Background: an optimization exercise with open tools, aiming at small area, a short achievable clock period and few clock cycles. Do not read the settings as production practice. The RTL was checked by simulation tests, not by an equivalence proof against the original design. No activity file was given, so power comes from the tool's default toggle rates.

red:
Design sort_xcel, start of the top module:
module sort_xcel (
  input  wire logic                        clk,
  input  wire logic                        reset,
  input  wire logic                        xcel_req_val_i,
  output logic                             xcel_req_rdy_o,
  input  wire logic                        xcel_req_write_i,
  input  wire logic [1:0]                  xcel_req_addr_i,
  input  wire logic [sort_pkg::DATA_W-1:0] xcel_req_data_i,
  output logic                             xcel_resp_val_o,
  input  wire logic                        xcel_resp_rdy_i,
  output logic [sort_pkg::DATA_W-1:0]      xcel_resp_data_o,
  output logic                             mem_req_val_o,
  input  wire logic                        mem_req_rdy_i,
  output logic                             mem_req_write_o,
  output logic [sort_pkg::DATA_W-1:0]      mem_req_addr_o,
  output logic [sort_pkg::DATA_W-1:0]      mem_req_data_o,
  input  wire logic                        mem_resp_val_i,
  output logic                             mem_resp_rdy_o,
  input  wire logic                        mem_resp_write_i,
  input  wire logic [sort_pkg::DATA_W-1:0] mem_resp_data_i
);
  localparam int DW = sort_pkg::DATA_W;
  localparam int IW = sort_pkg::IDX_W;
  logic          busy, go;
  logic [29:0]   base_w, stack_w;
  logic [IW-1:0] n;
  sort_xcel_regs i_regs (
    .clk,
    .xcel_req_val_i, .xcel_req_rdy_o, .xcel_req_write_i, .xcel_req_addr_i,
    .xcel_req_data_i, .xcel_resp_val_o, .xcel_resp_rdy_i, .xcel_resp_data_o,
    .busy_i(busy), .go_o(go), .base_o(base_w), .size_o(n), .stack_o(stack_w)
  );
  function automatic logic [16:0] add16(input logic [15:0] a, input logic [15:0] b);
    logic [15:0] p, g, pp, gg;
    p = a ^ b;
    g = a & b;
    pp = p;
    gg = g;
    for (int d = 1; d < 16; d = d * 2) begin
      for (int i = 15; i >= d; i--) begin
        gg[i] = gg[i] | (pp[i] & gg[i-d]);
        pp[i] = pp[i] & pp[i-d];
      end
    end
    add16 = {gg[15], p ^ {gg[14:0], 1'b0}};
  endfunction
  logic [IW+1:0] w;           
  logic          pre;         
  logic          src_arr;     
  logic          dst_arr;     
  logic          all_done;
  logic          first_odd;   
  ...
Size: about 4700 cells after synthesis, roughly 610 flip-flops, ~180 I/O pins, roughly 38000 um2 of cells after synthesis.
==> flow/config.mk <==
export PLATFORM = sky130hd
export DESIGN_NAME = sort_xcel
export DESIGN_NICKNAME = sort_xcel
export VERILOG_FILES = /design/flow/design.v
export SDC_FILE = /design/flow/constraint.sdc
export NUM_CORES = 4
export LEC_CHECK = 0
export ABC_AREA = 1
export CAP_MARGIN = 20
export CORE_MARGIN = 2
export CORE_UTILIZATION = 50
export SETUP_SLACK_MARGIN = 4.8
export SLEW_MARGIN = 20
==> flow/constraint.sdc <==
create_clock -name core_clock -period 9.0 [get_ports {clk}]
set_input_delay 1.8000 -clock core_clock [delete_from_list [all_inputs] [get_ports {clk}]]
set_output_delay 1.8000 -clock core_clock [all_outputs]
set_load 0.01 [all_outputs]
run.sh (not shown) runs the stock make flow with config.mk's settings and CLKGATE_MAP_FILE= SYNTH_SCRIPT=/design/flow/synth_recipe.tcl, a recipe that flattens the netlist after the stock synthesis.
Testbench counts of red, summed over its fixed seeds: cycles 88,179.
The inputs of blue differ from those of red as listed below.
--- a/flow/design.v
+++ b/flow/design.v
@@ -217,18 +217,12 @@
   assign rfree = !rv || mem_req_rdy_i;
   always_comb begin
     logic found;
     found = 1'b0;
     for (int k = 0; k < 4; k++) begin
       fb[k] = 1'b0;
-      if (!found && left[k] && occ[k] == 2'd0) begin
-        fb[k] = 1'b1;
-        found = 1'b1;
-      end
-    end
-    for (int k = 0; k < 4; k++) begin
       if (!found && left[k] && !occ[k][1]) begin
         fb[k] = 1'b1;
         found = 1'b1;
       end
     end
     popl = pop & left;
--- outcome ---
- | hold slack | red vs blue | ≈ equal |
- Antenna diode instance count in blue is 1 higher than in red
- Utilization, red and blue: smaller value in blue
- Summary of blue over red: area of the mapped netlist moved down; number of buffers added on ports closely matched the old numbers.
- Changes observed in blue relative to red: number of gates resized after cts -about 9%, total power shows a reduction of about 4.3%.
- Going from red to blue, clock latency on the worst-skew pair went up, depth of the worst register-to-register path now smaller, area of combinational cells with multiple inputs fell by 2.0%, power consumed by sequential cells went down by about 1%.
Testbench counts of blue, summed over its fixed seeds: cycles 88,745.

---

Another version of the RTL of sort_xcel (not shown whole).
For scale: ~4,600 cells after synthesis, about 180 I/O pins, about 37,000 µm² of cells after synthesis.
clock: 9.0 ns
lec_check: 0
abc_area: 1
cap_margin: 20
core_margin: 2
core_utilization: 40
setup_slack_margin: 4.7
slew_margin: 20
Testbench counts at the start, summed over its fixed seeds: cycles 88,745.
Next try:
--- a/flow/design.v
+++ b/flow/design.v
@@ -157,22 +157,23 @@
   logic       mact_n;
   always_comb begin
     mact_n = merge_end ? (mcnt == 2'd2 || mpush) : (mcnt != 2'd0 || mpush);
     mq0_n  = merge_end ? ((mcnt == 2'd2) ? mq[1] : mval) : ((mcnt == 2'd0) ? mval : mq[0]);
     done_n = merge_end ? 4'b0 : (done | fin);
     for (int k = 0; k < 4; k++) act[k] = mact_n && (k <= mq0_n);
   end
   assign rlt = mem_resp_data_i < hd[tq_h[2:1]];
   logic          pwv;         
   logic [DW-1:0] pwd;
   logic [IW-1:0] wp;          
+  logic [3:0]    hs_rsp, xs_rsp;
   logic [3:0]    ready, win, pop, fin, ht_x, ht_rsp, xt_rsp;
   logic          all_ready, pop_any, merge_end;
   always_comb begin
     for (int k = 0; k < 4; k++) begin
       swap[k]  = pre && hv[k] && !hl[k] && xv[k] && ltx[k];
       ready[k] = hv[k] && (!pre || hl[k] || (xv[k] && !ltx[k]));
     end
     all_ready = 1'b1;
     for (int k = 0; k < 4; k++) if (live[k] && !ready[k]) all_ready = 1'b0;
     for (int k = 0; k < 4; k++) begin
       win[k] = live[k];
@@ -186,26 +187,28 @@
     for (int k = 0; k < 4; k++) begin
       pop[k] = pop_any && win[k];
       fin[k] = pop[k] && hl[k];
       if (fin[k] && ((live & ~(4'b1 << k)) == 4'b0)) merge_end = 1'b1;
     end
   end
   always_comb begin
     for (int k = 0; k < 4; k++) begin
       ht_x[k]   = (pop[k] && xv[k]) || swap[k];
       ht_rsp[k] = push[k] && (pop[k] ? !xv[k] : !hv[k]);
       xt_rsp[k] = push[k] && !ht_rsp[k];
-      hd_d[k] = ht_rsp[k] ? mem_resp_data_i : ht_x[k] ? xd[k] : hd[k];
+      hs_rsp[k] = (tq_h[2:1] == k) && (pop[k] ? !xv[k] : !hv[k]);
+      xs_rsp[k] = (tq_h[2:1] == k) && (pop[k] ? xv[k] : (hv[k] && !xv[k]));
+      hd_d[k] = hs_rsp[k] ? mem_resp_data_i : ht_x[k] ? xd[k] : hd[k];
       hl_d[k] = ht_rsp[k] ? tq_h[0] : (pop[k] && xv[k]) ? xl[k] : hl[k];
       hv_d[k] = ht_rsp[k] || (pop[k] ? xv[k] : hv[k]);
-      xd_d[k] = xt_rsp[k] ? mem_resp_data_i : swap[k] ? hd[k] : xd[k];
+      xd_d[k] = xs_rsp[k] ? mem_resp_data_i : swap[k] ? hd[k] : xd[k];
       xl_d[k] = xt_rsp[k] ? tq_h[0] : xl[k];
       xv_d[k] = xt_rsp[k] || (xv[k] && !pop[k]);
     end
   end
   logic          rv, rwr;
   logic [29:0]   raddr;
   logic [DW-1:0] rdata;
   logic          rfree, iss_w, iss_r, rd_any;
   logic [3:0]    fb, sel, iss;
   logic [3:0]    popl;
   assign rfree = !rv || mem_req_rdy_i;
=> The new run completed with no timing, DRC or antenna violations. Critical path depth went down by 1. Via count decreases by 2.5%. Sequential cell count is unchanged. Global-route usage came out lower by 0.60 points. Routed wire length goes down by 1.3%. Power drops by 6.3%. Clock-buffer cell count goes up by 5. Non-clock buffer count came out lower by 70. Synthesized cell count fell by 1.3%.
Testbench counts after the change, summed over its fixed seeds: cycles 88,745.

---

## JK
The RTL this note starts from:
==> flow/design.v <==
`default_nettype none
package sort_pkg;
  localparam int DATA_W = 32;
  localparam int IDX_W  = 16;
  localparam logic [1:0] REG_GO    = 2'd0;
  localparam logic [1:0] REG_BASE  = 2'd1;
  localparam logic [1:0] REG_SIZE  = 2'd2;
  localparam logic [1:0] REG_STACK = 2'd3;
endpackage
`default_nettype wire
`timescale 1ns/100ps
`default_nettype none
module sort_xcel_regs (
  input  wire logic                        clk,
  input  wire logic                        xcel_req_val_i,
  output logic                             xcel_req_rdy_o,
  input  wire logic                        xcel_req_write_i,
  input  wire logic [1:0]                  xcel_req_addr_i,
  input  wire logic [sort_pkg::DATA_W-1:0] xcel_req_data_i,
  output logic                             xcel_resp_val_o,
  input  wire logic                        xcel_resp_rdy_i,
  output logic [sort_pkg::DATA_W-1:0]      xcel_resp_data_o,
  input  wire logic                        busy_i,
  output logic                             go_o,
  output logic [29:0]                      base_o,    
  output logic [sort_pkg::IDX_W-1:0]       size_o,
  output logic [29:0]                      stack_o    
);
  logic wr_xfer;
  assign xcel_req_rdy_o   = !busy_i && xcel_resp_rdy_i;
  assign xcel_resp_val_o  = xcel_req_val_i && !busy_i;
  assign xcel_resp_data_o = {{(sort_pkg::DATA_W-1){1'b0}}, !xcel_req_write_i};
  assign wr_xfer          = xcel_req_val_i && xcel_req_rdy_o && xcel_req_write_i;
  assign go_o             = wr_xfer && (xcel_req_addr_i == sort_pkg::REG_GO);
  always_ff @(posedge clk) begin
    if (wr_xfer) begin
      case (xcel_req_addr_i)
        sort_pkg::REG_BASE:  base_o  <= xcel_req_data_i[31:2];
        sort_pkg::REG_SIZE:  size_o  <= xcel_req_data_i[sort_pkg::IDX_W-1:0];
        sort_pkg::REG_STACK: stack_o <= xcel_req_data_i[31:2];
        default: ;
      endcase
    end
  end
endmodule
`default_nettype wire
`timescale 1ns/100ps
`default_nettype none
module sort_xcel (
  input  wire logic                        clk,
  input  wire logic                        reset,
  input  wire logic                        xcel_req_val_i,
  output logic                             xcel_req_rdy_o,
  input  wire logic                        xcel_req_write_i,
  input  wire logic [1:0]                  xcel_req_addr_i,
  input  wire logic [sort_pkg::DATA_W-1:0] xcel_req_data_i,
  output logic                             xcel_resp_val_o,
  input  wire logic                        xcel_resp_rdy_i,
  output logic [sort_pkg::DATA_W-1:0]      xcel_resp_data_o,
  output logic                             mem_req_val_o,
  input  wire logic                        mem_req_rdy_i,
  output logic                             mem_req_write_o,
  output logic [sort_pkg::DATA_W-1:0]      mem_req_addr_o,
  output logic [sort_pkg::DATA_W-1:0]      mem_req_data_o,
  input  wire logic                        mem_resp_val_i,
  output logic                             mem_resp_rdy_o,
  input  wire logic                        mem_resp_write_i,
  input  wire logic [sort_pkg::DATA_W-1:0] mem_resp_data_i
);
  localparam int DW = sort_pkg::DATA_W;
  localparam int IW = sort_pkg::IDX_W;
  logic          busy, go;
  logic [29:0]   base_w, stack_w;
  logic [IW-1:0] n;
  sort_xcel_regs i_regs (
    .clk,
    .xcel_req_val_i, .xcel_req_rdy_o, .xcel_req_write_i, .xcel_req_addr_i,
    .xcel_req_data_i, .xcel_resp_val_o, .xcel_resp_rdy_i, .xcel_resp_data_o,
    .busy_i(busy), .go_o(go), .base_o(base_w), .size_o(n), .stack_o(stack_w)
  );
  logic [IW:0]   w;           
  logic          src_arr;     
  logic          dst_arr;     
  logic          all_done;
  logic          first_odd;   
  logic          pre;         
  assign all_done = pre ? (n <= 16'd1) : ({1'b0, n} <= w);
  always_comb begin
    logic [IW-1:0] m;
    m = n - 1'b1;
    first_odd = 1'b0;
    for (int k = 0; k < IW; k++) if (m[k]) first_odd = (k % 2 == 1);
    if (n == 16'd2) first_odd = 1'b1;
  end
  logic [IW-1:0] ra, ea, rb, eb;
  logic          solo_rd;     
  logic          a_left, b_left, rd_idle;
  logic [IW+1:0] s1, s2;
  assign a_left  = (ra != ea);
  assign b_left  = (rb != eb);
  assign rd_idle = !a_left && !b_left;
  assign s1      = {2'b0, eb} + {1'b0, w};
  assign s2      = {2'b0, eb} + {w, 1'b0};
  typedef struct packed {
    logic          v;
    logic          last;
    logic          solo;
    logic [DW-1:0] d;
  } ent_t;
  ent_t ha, na, hb, nb, ha_d, na_d, hb_d, nb_d, rsp_e;
  logic [1:0] occ_a, occ_b;   
  logic       lt;             
  logic       ltn_a, ltn_b;   
  logic       swap_a, swap_b;
  logic       done_a, done_b;
  logic [2:0] tq [4];
  logic [2:0] tcnt;
  logic       rsp, push_a, push_b;
  assign rsp    = mem_resp_val_i && !mem_resp_write_i;
  assign push_a = rsp && !tq[0][2];
  assign push_b = rsp &&  tq[0][2];
  assign rsp_e  = {1'b1, tq[0][1], tq[0][0], mem_resp_data_i};
  logic          pwv;         
  logic [DW-1:0] pwd;
  logic [IW-1:0] wp;          
  logic          can_a, can_b, sel_a, sel_b, pop_a, pop_b, fin_a, fin_b, merge_end;
  assign swap_a    = pre && ha.v && !ha.last && na.v && ltn_a;
  assign swap_b    = pre && hb.v && !hb.last && nb.v && ltn_b;
  assign can_a     = ha.v && !done_a && (!pre || ha.last || (na.v && !ltn_a));
  assign can_b     = hb.v && !done_b && (!pre || hb.last || (nb.v && !ltn_b));
  assign sel_a     = can_a && (done_b || ha.solo || (can_b && lt));
  assign sel_b     = can_b && !sel_a && (done_a || can_a);
  assign pop_a     = busy && !pwv && sel_a;
  assign pop_b     = busy && !pwv && sel_b;
  assign fin_a     = pop_a && ha.last;
  assign fin_b     = pop_b && hb.last;
  assign merge_end = (fin_a && (done_b || ha.solo)) || (fin_b && done_a);
  logic ht_rsp_a, ht_n_a, nt_rsp_a, ht_rsp_b, ht_n_b, nt_rsp_b;
  assign ht_n_a   = (pop_a && na.v) || swap_a;
  assign ht_rsp_a = push_a && (pop_a ? !na.v : !ha.v);
  assign nt_rsp_a = push_a && !ht_rsp_a;
  assign ht_n_b   = (pop_b && nb.v) || swap_b;
  assign ht_rsp_b = push_b && (pop_b ? !nb.v : !hb.v);
  assign nt_rsp_b = push_b && !ht_rsp_b;
  always_comb begin
    ha_d.d    = ht_rsp_a ? rsp_e.d : ht_n_a ? na.d : ha.d;
    ha_d.last = ht_rsp_a ? rsp_e.last : (pop_a && na.v) ? na.last : ha.last;
    ha_d.solo = ht_rsp_a ? rsp_e.solo : (pop_a && na.v) ? na.solo : ha.solo;
    ha_d.v    = ht_rsp_a || (pop_a ? na.v : ha.v);
    na_d.d    = nt_rsp_a ? rsp_e.d : swap_a ? ha.d : na.d;
    na_d.last = nt_rsp_a ? rsp_e.last : na.last;
    na_d.solo = nt_rsp_a ? rsp_e.solo : na.solo;
    na_d.v    = nt_rsp_a || (na.v && !pop_a);
    hb_d.d    = ht_rsp_b ? rsp_e.d : ht_n_b ? nb.d : hb.d;
    hb_d.last = ht_rsp_b ? rsp_e.last : (pop_b && nb.v) ? nb.last : hb.last;
    hb_d.solo = 1'b0;
    hb_d.v    = ht_rsp_b || (pop_b ? nb.v : hb.v);
    nb_d.d    = nt_rsp_b ? rsp_e.d : swap_b ? hb.d : nb.d;
    nb_d.last = nt_rsp_b ? rsp_e.last : nb.last;
    nb_d.solo = 1'b0;
    nb_d.v    = nt_rsp_b || (nb.v && !pop_b);
  end
  logic          rv, rw;
  logic [29:0]   raddr;
  logic [DW-1:0] rdata;
  logic          rfree, rd_a, rd_b, iss_a, iss_b, iss_w;
  logic          ok_a, ok_b;
  assign rfree = !rv || mem_req_rdy_i;
  assign ok_a  = a_left && (!occ_a[1] || pop_a);
  assign ok_b  = b_left && (!occ_b[1] || pop_b);
  assign rd_a  = ok_a && (!ok_b || pop_a || (!pop_b && occ_a <= occ_b));
  assign rd_b  = ok_b && !rd_a;
  assign iss_w = rfree && pwv;
  assign iss_a = busy && rfree && !pwv && rd_a;
  assign iss_b = busy && rfree && !pwv && rd_b;
  logic [29:0]   rbase, addr;
  logic [IW-1:0] ridx;
  logic [13:0]   rhi1;
  logic [16:0]   rlo;
  assign rbase = (pwv ? dst_arr : src_arr) ? base_w : stack_w;
  assign ridx  = pwv ? wp : rd_a ? ra : rb;
  assign rhi1  = rbase[29:16] + 1'b1;
  assign rlo   = {1'b0, rbase[15:0]} + {1'b0, ridx};
  assign addr  = {rlo[16] ? rhi1 : rbase[29:16], rlo[15:0]};
  assign mem_req_val_o   = rv;
  assign mem_req_write_o = rw;
  assign mem_req_addr_o  = {raddr, 2'b00};
  assign mem_req_data_o  = rdata;
  assign mem_resp_rdy_o  = 1'b1;
  logic pass_end;
  assign pass_end = busy && !all_done && rd_idle && (eb == n) && (wp == n);
  always_ff @(posedge clk) begin
    if (reset) begin
      busy   <= 1'b0;
      rv     <= 1'b0;
      pwv    <= 1'b0;
      occ_a  <= '0;
      occ_b  <= '0;
      tcnt   <= '0;
      ha.v   <= 1'b0;
      na.v   <= 1'b0;
      hb.v   <= 1'b0;
      nb.v   <= 1'b0;
      done_a <= 1'b0;
      done_b <= 1'b0;
    end else begin
      ha <= ha_d;
      na <= na_d;
      hb <= hb_d;
      nb <= nb_d;
      occ_a <= occ_a + iss_a - pop_a;
      occ_b <= occ_b + iss_b - pop_b;
      tcnt  <= tcnt + (iss_a || iss_b) - rsp;
      if (merge_end) begin
        done_a <= 1'b0;
        done_b <= 1'b0;
      end else begin
        if (fin_a) done_a <= 1'b1;
        if (fin_b) done_b <= 1'b1;
      end
      if (pop_a || pop_b) pwv <= 1'b1;
      else if (iss_w)     pwv <= 1'b0;
      if (rfree) rv <= iss_w || iss_a || iss_b;
      if (go) begin
        busy <= 1'b1;
      end else if (busy && all_done && !pwv && rfree) begin
        busy <= 1'b0;
      end
    end
  end
  logic [2:0] tnew;
  assign tnew = rd_a ? {1'b0, ra + 1'b1 == ea, solo_rd} : {1'b1, rb + 1'b1 == eb, 1'b0};
  always_ff @(posedge clk) begin
    if (rsp) begin
      tq[0] <= tq[1];
      tq[1] <= tq[2];
      tq[2] <= tq[3];
    end
    if (iss_a || iss_b) tq[tcnt - rsp] <= tnew;
  end
  always_ff @(posedge clk) begin
    lt    <= (ha_d.d < hb_d.d);
    ltn_a <= (na_d.d < ha_d.d);
    ltn_b <= (nb_d.d < hb_d.d);
    if (pop_a || pop_b) pwd <= pop_a ? ha.d : hb.d;
    if (rfree) begin
      rw    <= iss_w;
      raddr <= addr;
      rdata <= pwd;
    end
    if (go) begin
      w       <= {{(IW-1){1'b0}}, 2'b10};
      pre     <= 1'b1;
      src_arr <= 1'b1;
      dst_arr <= first_odd;
      ra      <= '0;
      ea      <= '0;
      rb      <= '0;
      eb      <= '0;
      wp      <= '0;
    end else if (pass_end) begin
      w       <= {w[IW-1:0], 1'b0};
      pre     <= 1'b0;
      src_arr <= dst_arr;
      dst_arr <= !dst_arr;
      ra      <= '0;
      ea      <= '0;
      rb      <= '0;
      eb      <= '0;
      wp      <= '0;
    end else begin
      if (iss_w) wp <= wp + 1'b1;
      if (iss_a) ra <= ra + 1'b1;
      if (iss_b) rb <= rb + 1'b1;
      if (busy && !all_done && rd_idle && (eb != n)) begin
        ra      <= eb;
        ea      <= (s1 >= {2'b0, n}) ? n : s1[IW-1:0];
        rb      <= (s1 >= {2'b0, n}) ? n : s1[IW-1:0];
        eb      <= (s2 >= {2'b0, n}) ? n : s2[IW-1:0];
        solo_rd <= (s1 >= {2'b0, n});
      end
    end
  end
endmodule
`default_nettype wire
clock: 9.0 ns
lec_check: 0
cap_margin: 20
core_margin: 2
core_utilization: 40
setup_slack_margin: 4.7
slew_margin: 20
Testbench counts of JK, summed over its fixed seeds: cycles 165,398.
For MS, these inputs were changed with respect to JK:
--- a/flow/design.v
+++ b/flow/design.v
@@ -164,25 +164,27 @@
   logic [29:0]   raddr;
   logic [DW-1:0] rdata;
   logic          rfree, rd_a, rd_b, iss_a, iss_b, iss_w;
   logic          ok_a, ok_b;
+  logic [IW-1:0] ridx;
+  logic [29:0]   rbase;
   assign rfree = !rv || mem_req_rdy_i;
   assign ok_a  = a_left && (!occ_a[1] || pop_a);
   assign ok_b  = b_left && (!occ_b[1] || pop_b);
-  assign rd_a  = ok_a && (!ok_b || pop_a || (!pop_b && occ_a <= occ_b));
+  assign rd_a  = ok_a && (!ok_b || (occ_a - pop_a) <= (occ_b - pop_b));
   assign rd_b  = ok_b && !rd_a;
   assign iss_w = rfree && pwv;
   assign iss_a = busy && rfree && !pwv && rd_a;
   assign iss_b = busy && rfree && !pwv && rd_b;
-  logic [29:0]   rbase, addr;
-  logic [IW-1:0] ridx;
-  logic [13:0]   rhi1;
-  logic [16:0]   rlo;
-  assign rbase = (pwv ? dst_arr : src_arr) ? base_w : stack_w;
-  assign ridx  = pwv ? wp : rd_a ? ra : rb;
-  assign rhi1  = rbase[29:16] + 1'b1;
-  assign rlo   = {1'b0, rbase[15:0]} + {1'b0, ridx};
-  assign addr  = {rlo[16] ? rhi1 : rbase[29:16], rlo[15:0]};
+  always_comb begin
+    if (pwv) begin
+      ridx  = wp;
+      rbase = dst_arr ? base_w : stack_w;
+    end else begin
+      ridx  = rd_a ? ra : rb;
+      rbase = src_arr ? base_w : stack_w;
+    end
+  end
   assign mem_req_val_o   = rv;
   assign mem_req_write_o = rw;
   assign mem_req_addr_o  = {raddr, 2'b00};
   assign mem_req_data_o  = rdata;
@@ -244,9 +246,9 @@
     ltn_b <= (nb_d.d < hb_d.d);
     if (pop_a || pop_b) pwd <= pop_a ? ha.d : hb.d;
     if (rfree) begin
       rw    <= iss_w;
-      raddr <= addr;
+      raddr <= rbase + {14'b0, ridx};
       rdata <= pwd;
     end
     if (go) begin
       w       <= {{(IW-1){1'b0}}, 2'b10};
==> results.txt <==
- Against JK, count of standard-cell rows in MS fell slightly.
- The fmax in MS is 0.846 times that in JK.
- Number of cells on the critical path in MS is 25% above JK.
- Relative to JK, post-synthesis instance area has gone down in MS.
- MS vs JK — total instance count after detailed placement climbed slightly
- Note that the total power recorded for MS amounts to 0.931 times the value seen in JK.
- In MS, the final worst setup slack came out 780 ps below the value in JK.
- On met3 layer usage reported by global route, the lower figure sits with MS, not JK.
- Relative to JK, the sequential power of MS is lower by about 2%.
- Diff JK and MS: final area lower in MS
- MS reports a lower instance area after placement than JK does.
- Changes observed in MS relative to JK: synthesized area divided by synthesized cell count has decreased, number of tap cells inserted has decreased.
- Run comparison: MS top metal layer carrying routed signals met5; JK top metal layer carrying routed signals met4
Testbench counts of MS, summed over its fixed seeds: cycles 164,875.

==> static timing again, ports no longer ideal <==
Ports are ideal in the flow. The routed layouts listed here were re-timed in OpenROAD.
Step 1: set_driving_cell puts a clkbuf_16 on clk and a buf_2 on each other input, an assumption about the parent block.
Step 2 moves the port delays by t, midway between the first and last clock arrival at a register: inputs arrive t later, outputs are due t later. That takes back most of the time a late clock gives input paths.
a / b / c = no drivers / after step 1 / after step 2; a / b = the first two.
run | t, ns | setup WS [ns] | worst setup path at the end | worst data-port slew with drivers (ns)
red | 0.675 | 4.838 / 4.821 / 4.344 | input to register | 0.10
blue | 0.689 | 4.845 / 4.809 / 4.362 | input to register | 0.07
the first run of note 2 | 0.702 | 4.399 / 4.399 / 3.988 | input to register | 0.17
the second run of note 2 | 0.692 | 4.588 / 4.588 / 4.225 | input to register | 0.07
JK | 0.650 | 4.719 / 4.711 / 4.144 | input to register | 0.08
MS | 0.647 | 3.938 / 3.938 / 3.938 | register to register | 0.12
After both steps setup and hold are still met in every run listed. The setup slack of JK, which loses most, moves by -0.008 ns with the drivers and by -0.575 ns with both steps.
